This is an optimization exercise on Yosys and OpenROAD, whose aim is small area and a short achievable clock period, not a production implementation.
The RTL was checked by simulation tests, not by an equivalence proof against the original design.
Power figures rest on the tool's default switching activity, not on a simulated workload.

--- config.mk ---
export PLATFORM = sky130hd
export DESIGN_NAME = mips_issue_ex
export DESIGN_NICKNAME = mips_issue_ex
export VERILOG_FILES = /design/flow/design.v
export SDC_FILE = /design/flow/constraint.sdc
export NUM_CORES = 4
export LEC_CHECK = 0
export CAP_MARGIN = 20
export CORE_MARGIN = 2
export CORE_UTILIZATION = 30
export PLACE_DENSITY = 0.5
export SLEW_MARGIN = 20
--- constraint.sdc ---
create_clock -name core_clock -period 5.5 [get_ports {clk}]
set_input_delay 1.1000 -clock core_clock [delete_from_list [all_inputs] [get_ports {clk}]]
set_output_delay 1.1000 -clock core_clock [all_outputs]
set_load 0.01 [all_outputs]
--- design.v ---
package mips_pkg;
    typedef logic [31:0] word_t;       
    typedef logic [4:0]  reg_addr_t;   
    typedef logic [5:0]  alu_op_t;     
    localparam logic [5:0] OPC_RTYPE = 6'h00;
    localparam logic [5:0] OPC_ADDI  = 6'h08;
    localparam logic [5:0] OPC_SLTI  = 6'h0a;
    localparam logic [5:0] OPC_ANDI  = 6'h0c;
    localparam logic [5:0] OPC_ORI   = 6'h0d;
    localparam logic [5:0] OPC_SW    = 6'h2b;
    localparam alu_op_t FN_ADD = 6'h20;
    localparam alu_op_t FN_SUB = 6'h22;
    localparam alu_op_t FN_AND = 6'h24;
    localparam alu_op_t FN_OR  = 6'h25;
    localparam alu_op_t FN_XOR = 6'h26;
    localparam alu_op_t FN_NOR = 6'h27;
    localparam alu_op_t FN_SLT = 6'h2a;
endpackage
`timescale 1ns/1ps
module reg_file
    (
        input  logic               clk,
        input  logic               reset,
        input  mips_pkg::reg_addr_t rs_addr_i,
        input  mips_pkg::reg_addr_t rt_addr_i,
        input  logic               wr_en_i,
        input  mips_pkg::reg_addr_t wr_addr_i,
        input  mips_pkg::word_t     wr_data_i,
        output mips_pkg::word_t     rs_data_o,
        output mips_pkg::word_t     rt_data_o
    );
    mips_pkg::word_t regs [1:31];   
    logic            wr_act;
    assign wr_act = wr_en_i && (wr_addr_i != '0);
    always_ff @(posedge clk or posedge reset)
    begin
        if (reset)
        begin
            for (int i = 1; i < 32; i++)
                regs[i] <= '0;
        end
        else if (wr_act)
        begin
            regs[wr_addr_i] <= wr_data_i;
        end
    end
    always_comb
    begin
        if (rs_addr_i == '0)
            rs_data_o = '0;
        else if (wr_act && (wr_addr_i == rs_addr_i))
            rs_data_o = wr_data_i;
        else
            rs_data_o = regs[rs_addr_i];
    end
    always_comb
    begin
        if (rt_addr_i == '0)
            rt_data_o = '0;
        else if (wr_act && (wr_addr_i == rt_addr_i))
            rt_data_o = wr_data_i;
        else
            rt_data_o = regs[rt_addr_i];
    end
endmodule
`timescale 1ns/1ps
module issue_decode
    (
        input  logic                clk,
        input  logic                reset,
        input  logic                instr_valid_i,
        input  mips_pkg::word_t     instr_i,
        input  logic                wb_en_i,
        input  mips_pkg::reg_addr_t wb_addr_i,
        input  mips_pkg::word_t     wb_data_i,
        output logic                reg_wr_o,
        output logic                mem_wr_o,
        output mips_pkg::alu_op_t   alu_op_o,
        output logic                alu_src_o,
        output logic                reg_dst_o,
        output mips_pkg::reg_addr_t rs_o,
        output mips_pkg::reg_addr_t rt_o,
        output mips_pkg::reg_addr_t rd_o,
        output mips_pkg::word_t     r_data_p1_o,
        output mips_pkg::word_t     r_data_p2_o,
        output mips_pkg::word_t     sign_imm_o
    );
    logic [5:0]  opcode;
    logic [5:0]  funct;
    logic [15:0] imm;
    logic        known_alu;   
    logic        is_store;
    assign opcode     = instr_i[31:26];
    assign rs_o       = instr_i[25:21];
    assign rt_o       = instr_i[20:16];
    assign rd_o       = instr_i[15:11];
    assign funct      = instr_i[5:0];
    assign imm        = instr_i[15:0];
    assign sign_imm_o = {{16{imm[15]}}, imm};
    always_comb
    begin
        known_alu = 1'b0;
        is_store  = 1'b0;
        alu_op_o  = mips_pkg::FN_ADD;
        alu_src_o = 1'b1;   
        reg_dst_o = 1'b0;
        case (opcode)
            mips_pkg::OPC_RTYPE:
            begin
                alu_op_o  = funct;
                alu_src_o = 1'b0;
                reg_dst_o = 1'b1;
                case (funct)
                    mips_pkg::FN_ADD, mips_pkg::FN_SUB, mips_pkg::FN_AND,
                    mips_pkg::FN_OR, mips_pkg::FN_XOR, mips_pkg::FN_NOR,
                    mips_pkg::FN_SLT: known_alu = 1'b1;
                    default:          known_alu = 1'b0;
                endcase
            end
            mips_pkg::OPC_ADDI: known_alu = 1'b1;
            mips_pkg::OPC_ANDI:
            begin
                alu_op_o  = mips_pkg::FN_AND;
                known_alu = 1'b1;
            end
            mips_pkg::OPC_ORI:
            begin
                alu_op_o  = mips_pkg::FN_OR;
                known_alu = 1'b1;
            end
            mips_pkg::OPC_SLTI:
            begin
                alu_op_o  = mips_pkg::FN_SLT;
                known_alu = 1'b1;
            end
            mips_pkg::OPC_SW: is_store = 1'b1;   
            default: known_alu = 1'b0;
        endcase
    end
    assign reg_wr_o = instr_valid_i && known_alu;
    assign mem_wr_o = instr_valid_i && is_store;
    reg_file u_reg_file
    (
        .clk       (clk),
        .reset     (reset),
        .rs_addr_i (rs_o),
        .rt_addr_i (rt_o),
        .wr_en_i   (wb_en_i),
        .wr_addr_i (wb_addr_i),
        .wr_data_i (wb_data_i),
        .rs_data_o (r_data_p1_o),
        .rt_data_o (r_data_p2_o)
    );
endmodule
`timescale 1ns/1ps
module ex_pipe_reg
    (
        input  logic                clk,
        input  logic                reset,
        input  logic                clr_i,
        input  logic                reg_wr_i,
        input  logic                mem_wr_i,
        input  mips_pkg::alu_op_t   alu_op_i,
        input  logic                alu_src_i,
        input  logic                reg_dst_i,
        input  mips_pkg::reg_addr_t rs_i,
        input  mips_pkg::reg_addr_t rt_i,
        input  mips_pkg::reg_addr_t rd_i,
        input  mips_pkg::word_t     r_data_p1_i,
        input  mips_pkg::word_t     r_data_p2_i,
        input  mips_pkg::word_t     sign_imm_i,
        output logic                reg_wr_o,
        output logic                mem_wr_o,
        output mips_pkg::alu_op_t   alu_op_o,
        output logic                alu_src_o,
        output logic                reg_dst_o,
        output mips_pkg::reg_addr_t rs_o,
        output mips_pkg::reg_addr_t rt_o,
        output mips_pkg::reg_addr_t rd_o,
        output mips_pkg::word_t     r_data_p1_o,
        output mips_pkg::word_t     r_data_p2_o,
        output mips_pkg::word_t     sign_imm_o
    );
    always_ff @(posedge clk or posedge reset)
    begin
        if (reset)
        begin
            reg_wr_o    <= 1'b0;
            mem_wr_o    <= 1'b0;
            alu_op_o    <= '0;
            alu_src_o   <= 1'b0;
            reg_dst_o   <= 1'b0;
            rs_o        <= '0;
            rt_o        <= '0;
            rd_o        <= '0;
            r_data_p1_o <= '0;
            r_data_p2_o <= '0;
            sign_imm_o  <= '0;
        end
        else if (clr_i)
        begin
            reg_wr_o    <= 1'b0;
            mem_wr_o    <= 1'b0;
            alu_op_o    <= '0;
            alu_src_o   <= 1'b0;
            reg_dst_o   <= 1'b0;
            rs_o        <= '0;
            rt_o        <= '0;
            rd_o        <= '0;
            r_data_p1_o <= '0;
            r_data_p2_o <= '0;
            sign_imm_o  <= '0;
        end
        else
        begin
            reg_wr_o    <= reg_wr_i;
            mem_wr_o    <= mem_wr_i;
            alu_op_o    <= alu_op_i;
            alu_src_o   <= alu_src_i;
            reg_dst_o   <= reg_dst_i;
            rs_o        <= rs_i;
            rt_o        <= rt_i;
            rd_o        <= rd_i;
            r_data_p1_o <= r_data_p1_i;
            r_data_p2_o <= r_data_p2_i;
            sign_imm_o  <= sign_imm_i;
        end
    end
endmodule
`timescale 1ns/1ps
module execute_stage
    (
        input  logic                clk,
        input  logic                reset,
        input  logic                reg_wr_i,
        input  logic                mem_wr_i,
        input  mips_pkg::alu_op_t   alu_op_i,
        input  logic                alu_src_i,
        input  logic                reg_dst_i,
        input  mips_pkg::reg_addr_t rs_i,
        input  mips_pkg::reg_addr_t rt_i,
        input  mips_pkg::reg_addr_t rd_i,
        input  mips_pkg::word_t     r_data_p1_i,
        input  mips_pkg::word_t     r_data_p2_i,
        input  mips_pkg::word_t     sign_imm_i,
        output logic                wb_en_o,
        output mips_pkg::reg_addr_t wb_addr_o,
        output mips_pkg::word_t     wb_data_o,
        output logic                mem_wr_o,
        output mips_pkg::word_t     mem_addr_o,
        output mips_pkg::word_t     mem_wdata_o
    );
    logic                fwd_rs;
    logic                fwd_rt;
    mips_pkg::word_t     op_a;
    mips_pkg::word_t     op_rt;   
    mips_pkg::word_t     op_b;
    mips_pkg::word_t     alu_result;
    mips_pkg::reg_addr_t dest;
    assign fwd_rs = wb_en_o && (wb_addr_o != '0) && (wb_addr_o == rs_i);
    assign fwd_rt = wb_en_o && (wb_addr_o != '0) && (wb_addr_o == rt_i);
    assign op_a  = fwd_rs ? wb_data_o : r_data_p1_i;
    assign op_rt = fwd_rt ? wb_data_o : r_data_p2_i;
    assign op_b  = alu_src_i ? sign_imm_i : op_rt;
    always_comb
    begin
        case (alu_op_i)
            mips_pkg::FN_ADD: alu_result = op_a + op_b;
            mips_pkg::FN_SUB: alu_result = op_a - op_b;
            mips_pkg::FN_AND: alu_result = op_a & op_b;
            mips_pkg::FN_OR:  alu_result = op_a | op_b;
            mips_pkg::FN_XOR: alu_result = op_a ^ op_b;
            mips_pkg::FN_NOR: alu_result = ~(op_a | op_b);
            mips_pkg::FN_SLT: alu_result = {31'b0, $signed(op_a) < $signed(op_b)};
            default:          alu_result = '0;
        endcase
    end
    assign dest = reg_dst_i ? rd_i : rt_i;
    always_ff @(posedge clk or posedge reset)
    begin
        if (reset)
        begin
            wb_en_o  <= 1'b0;
            mem_wr_o <= 1'b0;
        end
        else
        begin
            wb_en_o  <= reg_wr_i && (dest != '0);   
            mem_wr_o <= mem_wr_i;
        end
    end
    always_ff @(posedge clk)
    begin
        wb_addr_o   <= dest;
        wb_data_o   <= alu_result;
        mem_addr_o  <= alu_result;   
        mem_wdata_o <= op_rt;
    end
endmodule
`timescale 1ns/1ps
module mips_issue_ex
    (
        input  logic                clk,
        input  logic                reset,
        input  logic                instr_valid_i,
        input  mips_pkg::word_t     instr_i,
        input  logic                flush_i,
        output logic                result_valid_o,
        output mips_pkg::reg_addr_t result_dest_o,
        output mips_pkg::word_t     result_o,
        output logic                mem_wr_o,
        output mips_pkg::word_t     mem_addr_o,
        output mips_pkg::word_t     mem_wdata_o
    );
    logic                id_reg_wr;
    logic                id_mem_wr;
    mips_pkg::alu_op_t   id_alu_op;
    logic                id_alu_src;
    logic                id_reg_dst;
    mips_pkg::reg_addr_t id_rs;
    mips_pkg::reg_addr_t id_rt;
    mips_pkg::reg_addr_t id_rd;
    mips_pkg::word_t     id_r_data_p1;
    mips_pkg::word_t     id_r_data_p2;
    mips_pkg::word_t     id_sign_imm;
    logic                ex_reg_wr;
    logic                ex_mem_wr;
    mips_pkg::alu_op_t   ex_alu_op;
    logic                ex_alu_src;
    logic                ex_reg_dst;
    mips_pkg::reg_addr_t ex_rs;
    mips_pkg::reg_addr_t ex_rt;
    mips_pkg::reg_addr_t ex_rd;
    mips_pkg::word_t     ex_r_data_p1;
    mips_pkg::word_t     ex_r_data_p2;
    mips_pkg::word_t     ex_sign_imm;
    issue_decode u_issue_decode
    (
        .clk           (clk),
        .reset         (reset),
        .instr_valid_i (instr_valid_i),
        .instr_i       (instr_i),
        .wb_en_i       (result_valid_o),   
        .wb_addr_i     (result_dest_o),
        .wb_data_i     (result_o),
        .reg_wr_o      (id_reg_wr),
        .mem_wr_o      (id_mem_wr),
        .alu_op_o      (id_alu_op),
        .alu_src_o     (id_alu_src),
        .reg_dst_o     (id_reg_dst),
        .rs_o          (id_rs),
        .rt_o          (id_rt),
        .rd_o          (id_rd),
        .r_data_p1_o   (id_r_data_p1),
        .r_data_p2_o   (id_r_data_p2),
        .sign_imm_o    (id_sign_imm)
    );
    ex_pipe_reg u_ex_pipe_reg
    (
        .clk         (clk),
        .reset       (reset),
        .clr_i       (flush_i),
        .reg_wr_i    (id_reg_wr),
        .mem_wr_i    (id_mem_wr),
        .alu_op_i    (id_alu_op),
        .alu_src_i   (id_alu_src),
        .reg_dst_i   (id_reg_dst),
        .rs_i        (id_rs),
        .rt_i        (id_rt),
        .rd_i        (id_rd),
        .r_data_p1_i (id_r_data_p1),
        .r_data_p2_i (id_r_data_p2),
        .sign_imm_i  (id_sign_imm),
        .reg_wr_o    (ex_reg_wr),
        .mem_wr_o    (ex_mem_wr),
        .alu_op_o    (ex_alu_op),
        .alu_src_o   (ex_alu_src),
        .reg_dst_o   (ex_reg_dst),
        .rs_o        (ex_rs),
        .rt_o        (ex_rt),
        .rd_o        (ex_rd),
        .r_data_p1_o (ex_r_data_p1),
        .r_data_p2_o (ex_r_data_p2),
        .sign_imm_o  (ex_sign_imm)
    );
    execute_stage u_execute_stage
    (
        .clk         (clk),
        .reset       (reset),
        .reg_wr_i    (ex_reg_wr),
        .mem_wr_i    (ex_mem_wr),
        .alu_op_i    (ex_alu_op),
        .alu_src_i   (ex_alu_src),
        .reg_dst_i   (ex_reg_dst),
        .rs_i        (ex_rs),
        .rt_i        (ex_rt),
        .rd_i        (ex_rd),
        .r_data_p1_i (ex_r_data_p1),
        .r_data_p2_i (ex_r_data_p2),
        .sign_imm_i  (ex_sign_imm),
        .wb_en_o     (result_valid_o),
        .wb_addr_o   (result_dest_o),
        .wb_data_o   (result_o),
        .mem_wr_o    (mem_wr_o),
        .mem_addr_o  (mem_addr_o),
        .mem_wdata_o (mem_wdata_o)
    );
endmodule
--- run.sh ---
#!/bin/bash
# synth_recipe.tcl (not shown) runs the flow's synth.tcl, then flattens the netlist and writes it again
# the make line also repeats each setting of config.mk as NAME=value (left out here)
make -C /OpenROAD-flow-scripts/flow DESIGN_CONFIG=/design/flow/config.mk WORK_HOME=/design/flow/orfs CLKGATE_MAP_FILE= SYNTH_SCRIPT=/design/flow/synth_recipe.tcl finish
==> qor.yml <==
logic_synthesis:
  netlist_area_mm2: 0.0603
  syn_nets: 5585
  async_reset_ff_share_pct: 94.1
  synth.most_common_cell: "dfrtp_1"
  synthCells: 5434
  ys_top_cells_by_area: "dfrtp_1 (45%), mux2_2 (20%), a22oi_1 (10%)"
  syn_area_per_cell_um2: 11.1
  synth.distinct_cells: 84
  yosysSeqAreaShare_pct: 47.7
  yosysTopAreaCell: "dfrtp_1"
  synth-seq-cells: 1163
  synth_common_cells: "dfrtp_1 (1094), mux2_2 (1055), a22oi_1 (815)"
  yosys_warnings: 5
  synth_top_area_share_pct: 45.4
  synth_top_flop_cell: "dfrtp_1"
  synth_edf_count: 0
placement:
  numPortBuffers: 138
  place.gp.congestion: 0.965
  post-dp-hpwl_mm: 196
floorplan:
  die_h_um: 452
  num_rows: 164
  die_w_um: 452
  die_area_mm2: 0.205
  start_util_pct: 30.2
  core_area_mm2: 0.200
  io_pins: 139
cts:
  clockBufferDepth: 3
  tritoncts: "yes"
  cts_resized: 0
  h-tree-depth: 4
  clk_latency_ps: 820
  clk_transition_reported_paths_ps: 60
  cts_hold_buf: 0
  cts.sinks: 1163
  cts_buffers: 135
  post_cts_buffers: 0
  cts-root-buf: "clkbuf_16"
timing:
  finalHoldViolCount: 0
  rsz0062_at_grt: "no"
  setup_viol: 0
  fin_tns_setup_ps: 0
  fin_crit_sh_pct: 92.8
  fin_skew_ps: 35.9
  fin_crit_ps: 5100
  slew_headroom_pct: 14.2
  worst_pin_slew_ps: 1280
  fmax_mhz: 196
  drv_slew: 0
run_status:
  status: "finished clean"
layout:
  fillers: 19740
  fin_util_pct: 35.8
  synthToLayoutAreaGrowth_pct: 18.7
  drive_gt1_share_pct: 31.2
  nNetsFinal: 5700
power_and_ir_drop:
  p_sw_share_pct: 26.0
  p_sw_mw: 5.13
  p_per_area_mw_per_mm2: 275
  comb_power_share_pct: 7.7
  internal-power_mw: 14.6
  p_total_mw: 19.7
  p_seq_share_pct: 44.1
  p_leak_nw: 32.6
  clkPwrFrac_pct: 48.2
  peakVddDrop_mv: 0.359
worst_setup_path:
  cp.required_ps: 6160
  startpoint_type: "flip-flop"
  crit_type: "reg2reg"
  cp.arrival_ps: 5770
  cp_max_fo: 15
  cp-end-kind: "flip-flop"
job:
  max-cap-violations: 0
global_routing:
  grt_pass1_wl_mm: 429
  gr-total-overflow: 0
  grt_max_degree: 154
  track_usage_pct: 29.7
  grt_pass1_vias: 51528
  antenna_found_initial: 19
detailed_routing:
  first_pass_iters: 9
  drc: 0
  num_vias: 53198
  viasPerCell: 6.39
  wl_mm: 312
  final_antenna_net_count: 0
  routedWlPerCell_um: 37.5
  first_iter_violations: 9072
hold_path:
  hold_path.class: "reg2reg"
==> per-layer routing <==
layer | part of all wire, % | up-vias | routed length [um] | track usage (%)
met5 | 0.051 | - | 159 | 0
met4 | 6.7 | 20 | 20900 | 16.2
met3 | 13 | 1165 | 39200 | 10.2
met2 | 42 | 4198 | 132000 | 43.9
met1 | 38 | 27128 | 119000 | 37.8
li1 | - | 20687 | - | -
==> final timing paths <==
| path | startpoint | to | slack (ps) | cells past startpoint |
|---|---|---|---|---|
| worst max-delay path | u_execute_stage.wb_addr_o[3] | u_execute_stage.mem_addr_o[30] | 400 | 18 |
| worst min-delay path | u_ex_pipe_reg.mem_wr_o | u_execute_stage.mem_wr_o | 350 | 0 |
| worst max register to register | u_execute_stage.wb_addr_o[3] | u_execute_stage.mem_addr_o[30] | 400 | 18 |
| worst min register to register | u_ex_pipe_reg.mem_wr_o | u_execute_stage.mem_wr_o | 350 | 0 |
| max in group asynchronous | reset | u_issue_decode.u_reg_file.regs[15][28] | 3240 | 4 |
| min in group asynchronous | reset | u_issue_decode.u_reg_file.regs[4][0] | 1070 | 3 |
==> per-stage QoR <==
step                      cell area (um^2)  instances  setup WS (ps)  hold slack (ps)
final                                71600       8321            398              355
after detailed placement             67000       8066            435              341
after global placement               66800       8060            455              334
after CTS                            71500       8310            420              360
after floorplan                      60300       5434         -10690              331
after global routing                 71600       8315            159              359
==> sequential cells by signal, summed over array words and instances (netlist names) <==
| name | flops |
|---|---|
| u_execute_stage.mem_addr_o | 32 |
| u_ex_pipe_reg.reg_dst_o | 1 |
| u_ex_pipe_reg.r_data_p2_o | 32 |
| u_issue_decode.u_reg_file.regs | 992 |
| u_execute_stage.mem_wdata_o | 32 |
| u_ex_pipe_reg.sign_imm_o | 16 |
| u_ex_pipe_reg.r_data_p1_o | 32 |
| u_execute_stage.mem_wr_o | 1 |
| u_ex_pipe_reg.alu_op_o | 6 |
| u_ex_pipe_reg.mem_wr_o | 1 |
| u_execute_stage.wb_en_o | 1 |
| u_execute_stage.wb_addr_o | 5 |
| u_ex_pipe_reg.rs_o | 5 |
| u_ex_pipe_reg.alu_src_o | 1 |
| u_ex_pipe_reg.reg_wr_o | 1 |
| u_ex_pipe_reg.rt_o | 5 |
==> logic make-up (layout without fill, tap and decap cells) <==
group,Yosys count,after routing,synth area share [%]
AOI/OAI and AO/OA,1368,1368,16.2
and+or+nand+nor,1016,1016,8.25
adders and majority gates,115,115,2.41
xor gates and xnor gates,42,42,0.610
muxes,1096,1096,20.4
other,0,9,0
DFF,1163,1163,47.7
buffers and inverters,634,856,4.41
==> final cells by class <==
| class | count | area (um^2) | share of cell area [%] |
|---|---|---|---|
| flip-flops and latches | 1163 | 28800 | 40.2 |
| multi-input cells | 3637 | 29600 | 41.4 |
| inverters | 112 | 427 | 0.596 |
| diodes | 9 | 22.5 | 0.0315 |
| well taps | 2656 | 3320 | 4.64 |
| repair buffers | 500 | 4860 | 6.78 |
| clock buffers | 192 | 3960 | 5.53 |
| clock inverters | 52 | 616 | 0.860 |
==> critical path: stages, from the launching register on <==
cell	delay (ps)
dfxtp_1	330
or2_1	260
o41ai_4	570
nor4_4	110
buf_4	250
mux2_2	310
mux2_2	290
ha_1	240
fa_1	460
nor2_1	170
o311a_1	230
o211a_1	300
o21ai_0	130
buf_4	170
a21oi_1	450
o21ai_0	160
a22oi_1	240
xor2_1	180
o22ai_1	90
==> power by group through the flow <==
stage                     combinational, mW  clock (mW)  sequential, mW
after floorplan                       0.714           0            8.87
after global placement                 1.46           0            8.84
after detailed placement               1.47           0            8.84
after CTS                              1.47        9.56            8.69
after global routing                   1.58        9.89            8.69
final                                  1.51        9.50            8.69
==> cells in the final DEF (no fill, tap or decap), types with 113 or more instances in the layout <==
cell / synthesis / layout
dfrtp_1: 1094 / 1092
mux2_2: 1055 / 1055
a22oi_1: 815 / 815
buf_4: 35 / 302
nor2_1: 325 / 247
a21oi_1: 228 / 228
nand2_1: 201 / 190
clkbuf_16: 0 / 140
clkdlybuf4s50_1: 0 / 138
nand4_1: 127 / 127
ha_1: 113 / 113

==> what the ideal ports hide <==
How much do the figures lean on ideal ports? The routed layout below was timed once more, with nothing changed but the port constraints.
Step 1, drivers: a clkbuf_16 drives clk and a buf_2 each remaining input, both assumed.
Step 2, shift: input delay + t, output delay - t, t = (earliest + latest rising clock arrival at the registers) / 2. This alone moves slack from input paths to output paths.
Slacks: ideal ports / drivers / drivers and shift; pairs: ideal ports / drivers.
t, ns: 0.887
setup WS [ns]: 0.398 / 0.398 / -0.020
hold slack, ns: 0.355 / 0.355 / 0.355
Met with ideal ports but missed after step 2: setup timing in this run. The setup slack of this run moves by 0.000 ns with the drivers and by -0.418 ns with both steps.
